Context: an optimization exercise on an open-source flow, tuned for small area. The choices shown serve that exercise and are no tape-out recipe.
Function was checked by simulation only, so behaviour that the tests miss may differ from the original.
Power figures rest on the tool's default switching activity, not on a simulated workload.

### flow/design.v
`default_nettype none
package data_memory_mp_pkg;
  localparam int DMEM_WORD_SIZE  = 16;
  localparam int DMEM_ADDR_WIDTH = 16;
  localparam int DMEM_DEPTH      = 256;
  localparam int DMEM_NUM_RD     = 2;
  typedef enum logic [1:0] {
    DM_INIT  = 2'd0,
    DM_CLEAR = 2'd1,
    DM_READY = 2'd2
  } dm_state_e;
  function automatic int cnt_width(input int depth);
    if (depth > 1) cnt_width = $clog2(depth);
    else cnt_width = 1;
  endfunction
endpackage
`default_nettype wire
`default_nettype none
module dmem_read_port
#(
  parameter int WORD_SIZE  = data_memory_mp_pkg::DMEM_WORD_SIZE,
  parameter int ADDR_WIDTH = data_memory_mp_pkg::DMEM_ADDR_WIDTH,
  parameter int DEPTH      = data_memory_mp_pkg::DMEM_DEPTH
) (
  input  wire logic                  mclk,
  input  wire logic                  rst_n,
  input  wire logic                  i_en,
  input  wire logic [ADDR_WIDTH-1:0] i_addr,
  input  wire logic [WORD_SIZE-1:0]  i_mem_word,
  input  wire logic                  i_wr_en,
  input  wire logic [ADDR_WIDTH-1:0] i_wr_addr,
  input  wire logic [WORD_SIZE-1:0]  i_wr_data,
  output logic [WORD_SIZE-1:0]       o_data,
  output logic                       o_valid,
  output logic                       o_err
);
  logic                 w_in_range;
  logic                 w_bypass;
  logic [WORD_SIZE-1:0] w_word;
  logic [WORD_SIZE-1:0] r_data;
  logic                 r_valid;
  logic                 r_err;
  assign w_in_range = ({1'b0, i_addr} < (ADDR_WIDTH + 1)'(DEPTH));
  assign w_bypass   = i_wr_en && (i_wr_addr == i_addr);
  assign w_word     = w_bypass ? i_wr_data : i_mem_word;
  always_ff @(posedge mclk or negedge rst_n) begin
    if (!rst_n) begin
      r_data  <= '0;
      r_valid <= 1'b0;
      r_err   <= 1'b0;
    end else begin
      r_valid <= i_en;
      r_err   <= i_en && !w_in_range;
      if (i_en) begin
        r_data <= w_in_range ? w_word : '0;
      end
    end
  end
  assign o_data  = r_data;
  assign o_valid = r_valid;
  assign o_err   = r_err;
endmodule
`default_nettype wire
`default_nettype none
module data_memory_mp
#(
  parameter int WORD_SIZE  = data_memory_mp_pkg::DMEM_WORD_SIZE,
  parameter int ADDR_WIDTH = data_memory_mp_pkg::DMEM_ADDR_WIDTH,
  parameter int DEPTH      = data_memory_mp_pkg::DMEM_DEPTH,
  parameter int NUM_RD     = data_memory_mp_pkg::DMEM_NUM_RD
) (
  input  wire logic                         mclk,
  input  wire logic                         rst_n,
  input  wire logic [ADDR_WIDTH-1:0]        memaddr_w,
  input  wire logic [WORD_SIZE-1:0]         memval,
  input  wire logic                         memset,
  input  wire logic [NUM_RD*ADDR_WIDTH-1:0] memaddr_r,
  input  wire logic [NUM_RD-1:0]            memget,
  output logic      [NUM_RD*WORD_SIZE-1:0]  memout,
  output logic      [NUM_RD-1:0]            memout_valid,
  output logic                              busy,
  output logic                              addr_err
);
  localparam int CNT_W = data_memory_mp_pkg::cnt_width(DEPTH);
  logic [WORD_SIZE-1:0]        r_mem [DEPTH];
  data_memory_mp_pkg::dm_state_e                   r_state;
  logic [CNT_W-1:0]            r_clr_cnt;
  logic                        r_busy;
  logic                        r_wr_err;
  logic                        w_ready;
  logic                        w_wr_in_range;
  logic                        w_usr_we;
  logic                        w_mem_we;
  logic [CNT_W-1:0]            w_mem_waddr;
  logic [WORD_SIZE-1:0]        w_mem_wdata;
  logic [NUM_RD*WORD_SIZE-1:0] w_memout;
  logic [NUM_RD-1:0]           w_memout_valid;
  logic [NUM_RD-1:0]           w_port_err;
  assign w_ready       = (r_state == data_memory_mp_pkg::DM_READY);
  assign w_wr_in_range = ({1'b0, memaddr_w} < (ADDR_WIDTH + 1)'(DEPTH));
  assign w_usr_we      = w_ready && memset && w_wr_in_range;
  assign w_mem_we    = !w_ready || w_usr_we;
  assign w_mem_waddr = w_ready ? memaddr_w[CNT_W-1:0] : r_clr_cnt;
  assign w_mem_wdata = w_ready ? memval : '0;
  always_ff @(posedge mclk or negedge rst_n) begin
    if (!rst_n) begin
      r_state   <= data_memory_mp_pkg::DM_INIT;
      r_clr_cnt <= '0;
      r_busy    <= 1'b1;
      r_wr_err  <= 1'b0;
    end else begin
      r_wr_err <= 1'b0;
      case (r_state)
        data_memory_mp_pkg::DM_INIT, data_memory_mp_pkg::DM_CLEAR: begin
          if (r_clr_cnt == CNT_W'(DEPTH - 1)) begin
            r_state   <= data_memory_mp_pkg::DM_READY;
            r_busy    <= 1'b0;
            r_clr_cnt <= '0;
          end else begin
            r_state   <= data_memory_mp_pkg::DM_CLEAR;
            r_clr_cnt <= r_clr_cnt + 1'b1;
          end
        end
        data_memory_mp_pkg::DM_READY: begin
          r_wr_err <= memset && !w_wr_in_range;
        end
        default: begin
          r_state   <= data_memory_mp_pkg::DM_INIT;
          r_clr_cnt <= '0;
          r_busy    <= 1'b1;
        end
      endcase
    end
  end
  always_ff @(posedge mclk) begin
    if (w_mem_we) begin
      r_mem[w_mem_waddr] <= w_mem_wdata;
    end
  end
  for (genvar k = 0; k < NUM_RD; k++) begin : g_rd_port
    logic [ADDR_WIDTH-1:0] w_raddr;
    assign w_raddr = memaddr_r[k*ADDR_WIDTH +: ADDR_WIDTH];
    dmem_read_port #(
      .WORD_SIZE  (WORD_SIZE),
      .ADDR_WIDTH (ADDR_WIDTH),
      .DEPTH      (DEPTH)
    ) u_rd_port (
      .mclk       (mclk),
      .rst_n      (rst_n),
      .i_en       (w_ready && memget[k]),
      .i_addr     (w_raddr),
      .i_mem_word (r_mem[w_raddr[CNT_W-1:0]]),
      .i_wr_en    (w_usr_we),
      .i_wr_addr  (memaddr_w),
      .i_wr_data  (memval),
      .o_data     (w_memout[k*WORD_SIZE +: WORD_SIZE]),
      .o_valid    (w_memout_valid[k]),
      .o_err      (w_port_err[k])
    );
  end
  assign memout       = w_memout;
  assign memout_valid = w_memout_valid;
  assign busy         = r_busy;
  assign addr_err     = r_wr_err || (|w_port_err);
endmodule
`default_nettype wire
### flow/run.sh
#!/bin/bash
# synth_recipe.tcl (not shown) runs the flow's synth.tcl, then flattens the netlist and writes it again
# the make line also repeats each setting of config.mk as NAME=value (left out here)
make -C /OpenROAD-flow-scripts/flow DESIGN_CONFIG=/design/flow/config.mk WORK_HOME=/design/flow/orfs CLKGATE_MAP_FILE= SYNTH_SCRIPT=/design/flow/synth_recipe.tcl finish
### flow/config.mk
export PLATFORM = sky130hd
export DESIGN_NAME = data_memory_mp
export DESIGN_NICKNAME = data_memory_mp
export VERILOG_FILES = /design/flow/design.v
export SDC_FILE = /design/flow/constraint.sdc
export NUM_CORES = 4
export LEC_CHECK = 0
export CAP_MARGIN = 20
export CORE_MARGIN = 2
export CORE_UTILIZATION = 50
export SLEW_MARGIN = 20
### flow/constraint.sdc
create_clock -name core_clock -period 6.0 [get_ports {mclk}]
set_input_delay 1.2000 -clock core_clock [delete_from_list [all_inputs] [get_ports {mclk}]]
set_output_delay 1.2000 -clock core_clock [all_outputs]
set_load 0.01 [all_outputs]
==> notes.md <==
[state kept, by name, summed over array words and instances (netlist names)]
| register | flops |
|---|---|
| g_rd_port.u_rd_port.r_err | 2 |
| r_clr_cnt | 8 |
| r_wr_err | 1 |
| r_busy | 1 |
| g_rd_port.u_rd_port.r_data | 32 |
| r_state | 2 |
| g_rd_port.u_rd_port.r_valid | 2 |
| r_mem | 4096 |
[placed cells by master (no fill, tap or decap), drive strengths merged, types with 53 or more instances in the layout]
| cell type | count |
|---|---|
| mux4 | 1475 |
| nor2 | 403 |
| a211oi | 58 |
| clkdlybuf4s50 | 88 |
| clkbuf | 556 |
| a22oi | 671 |
| o22ai | 108 |
| edfxtp | 4096 |
| buf | 885 |
| and2 | 53 |
| nand4 | 170 |
| a21oi | 107 |
| o21ai | 162 |
| nand3 | 134 |
| clkinv | 193 |
| mux2i | 1472 |
| nand2 | 403 |
| nor3 | 59 |
[stage by stage]
| stage | hold WS [ns] | cell area (sq um) | setup slack (ns) | util [%] |
|---|---|---|---|---|
| floorplan | 0.499 | 196000 | 0.598 | - |
| global placement | 0.532 | 207000 | 0.264 | 53.1 |
| detailed placement | 0.535 | 207000 | 0.342 | 53.1 |
| CTS | 0.300 | 221000 | 1.43 | 56.8 |
| global route | 0.375 | 221000 | 1.31 | 56.8 |
| finish | 0.324 | 221000 | 1.03 | 56.8 |
[power breakdown]
group	switching (W)	leakage (nW)	internal (W)
Sequential	0	28.9	0.0313
Combinational	0.00220	26.3	0.00103
Clock	0.0118	6.94	0.0155
Total	0.0140	62.2	0.0478
[metal layers]
layer	vias up	GRT usage, %	share of wire [%]
li1	46900	-	-
met1	66200	51.5	36
met2	10200	54.5	43
met3	2041	13.3	14
met4	62	21.5	6.9
met5	-	0	0.067
[logic make-up (layout without fill, tap and decap cells)]
group,count (synthesis),after routing,share of synthesized area (%)
adders and majority gates,1,1,0.00640
buffers and inverters,849,1798,3.02
DFF,4144,4144,63.5
xor gates and xnor gates,36,36,0.161
other,0,24,0
and+or+nand+nor,1405,1405,3.49
AOI/OAI and AO/OA,1375,1375,4.98
muxes,2973,2973,24.8
[final timing paths]
path                                                       start                          endpoint  slack (ns)  cells after the start
worst max-delay path                                memaddr_r[4]  g_rd_port[0].u_rd_port.r_data[6]        1.03                     12
worst min register to register  g_rd_port[0].u_rd_port.r_data[7]  g_rd_port[0].u_rd_port.r_data[7]        0.55                      2
worst max register to register                        r_state[1]                    r_mem[129][14]        1.91                      5
max in group asynchronous                                  rst_n  g_rd_port[1].u_rd_port.r_data[7]        5.04                      2
min in group core_clock         g_rd_port[0].u_rd_port.r_data[7]  g_rd_port[0].u_rd_port.r_data[7]        0.55                      2
worst min-delay path                                       rst_n    g_rd_port[0].u_rd_port.r_valid        0.32                      2
[cell type report]
| cell class | instances | area share [%] |
|---|---|---|
| repair buffers | 975 | 4.26 |
| multi-input cells | 5790 | 30.1 |
| flip-flops and latches | 4144 | 56.2 |
| well taps | 5197 | 2.94 |
| clock inverters | 257 | 1.08 |
| inverters | 12 | 0.0283 |
| clock buffers | 554 | 5.33 |
| diodes | 24 | 0.0272 |
[Yosys cell counts, types with 76 or more instances]
master / count
a21oi_1: 106
buf_4: 203
a22oi_1: 671
buf_2: 251
edfxtp_1: 4096
o22ai_1: 108
nand2_1: 402
nor2_1: 400
nand3_1: 134
mux4_1: 76
clkbuf_1: 175
nand4_1: 170
mux2i_1: 1472
buf_6: 119
mux4_2: 1393
o21ai_0: 146
==> notes.md <==
CTS HTree Levels 5; # port buffers roughly 100; Synth Instances between 10000 and 15000; pwr dens 280 nW/um^2; first-pass GRT wire length 1030 mm; Worst-path clk slew 0.06 ns; RSZ-0062 raised after global routing no; Setup Viol. Count Final 0; setup TNS 0 ns; startpoint types input pin; Synth area leaders edfxtp_1 63%, mux4_2 16%, mux2i_1 7.5%; total power 0.0618 W; P_leak 62.2 nW; worst min path class in2async; Synth async-reset ratio under 10%; min Tclk post-route 4.97 ns; Layout Skew 0.0793 ns; post-synth net total 10900; CTS buffer count 445; Max-cap violations 0; total clock sinks 4144; slowest CP cell nor3_1; mean routed wirelength per cell around 45 microns; DP Cell Count 16100; Final Hold Vio Count 0; main flop type after synthesis edfxtp_1; Max clock buf depth 4; core area 389000 sq um; Worst path max stage delay 1.06 ns; WP buf/inv 4; layout cells sized above 1 roughly 28%; Register Area 124000 sq um; fin crit share 82.9%; total grt overflow 0; delay-heaviest family, CP simple AND/OR/NAND/NOR gates; Peak Freq about 200 MHz; share of the synthesized area in the top cell type 62.9%; CTS tree done; IO Count 105; crit path max fanout 36; row count 229; FILL cells approximately 30000; Starting DRT DRC Count around 23000; Post-synth EDFFs 4096; Clock Tree Root clkbuf_16; initial antenna violation count 67; Die Y 629 microns; Total GRT Usage 38.3%; drt pass-1 iters 8; wirelength, routed 771 mm; postcts setup bufs 0; post-synthesis sequential area ratio 63.5%; die area 396000 sq um; crit path capture type flip-flop; cts repair resizes 0; P&R area growth vs syn 13.0%; Initial Util 50.3%; Crit Path Category in2reg; post-synth cell types 101; post-route ant nets 0; Yosys top cell by area edfxtp_1; synth warn 2; Multi-input gate area 66500 sq um; Placer Congestion 1.04; Cell Area, Synth 196000 sq um; largest net degree at the start of global routing 161; drt drc 0; final slew viol count 0; Syn Area/Cell approximately 18 sq um; final std cells w/o fill about 17000; Clk Latency, worst-skew pair 1.06 ns; Arrival @ worst endpoint 5.89 ns; Max-slew headroom under 10%; worst-path cell chain buf_4, buf_12, nand2b_1, buf_4, nor2_2, buf_4, nand2_1, a21oi_1, nor3_1, nand2_1, nand4_1, nand2_1; status no timing/DRC/antenna violations; WP data required slightly below 7 ns; Worst-Margin Slew 1.35 ns; vias 125000; Synth Register Bits 4144; Vias/cell 7.39; DPL Wire Length between 400 and 500 mm; die extent in x 629 microns; vias in the first global route 120000; peak supply drop approximately 0.28 mV; Post-CTS Hold Fix Bufs 0; NumNets Final 11400

-- static timing again, ports no longer ideal --
No port has a modelled driver above. Below, the same layout with a new extraction and two added sets of constraints. Step 1 sets driving cells, clkbuf_16 on the clock port and buf_2 on the other inputs (assumed; they add their load-dependent delay and slew). Step 2 times the ports against the registers' clock, not the clock port: input delays grow and output delays shrink by t, the midpoint of the rising clock arrivals with the driver on. Slacks: ideal ports / drivers / drivers and shift; pairs: ideal ports / drivers.
shift t [ns]: 1.139
setup slack, ns: 1.026 / 1.118 / -0.020
hold WS [ns]: 0.324 / 0.237 / 0.548
worst setup path at the end: input to register
worst slew at a driven data input, ns: 0.17
With both steps, setup timing fails in this run, where it was met with ideal ports. For this run, drivers alone change the setup slack by +0.092 ns; drivers and shift together by -1.046 ns.
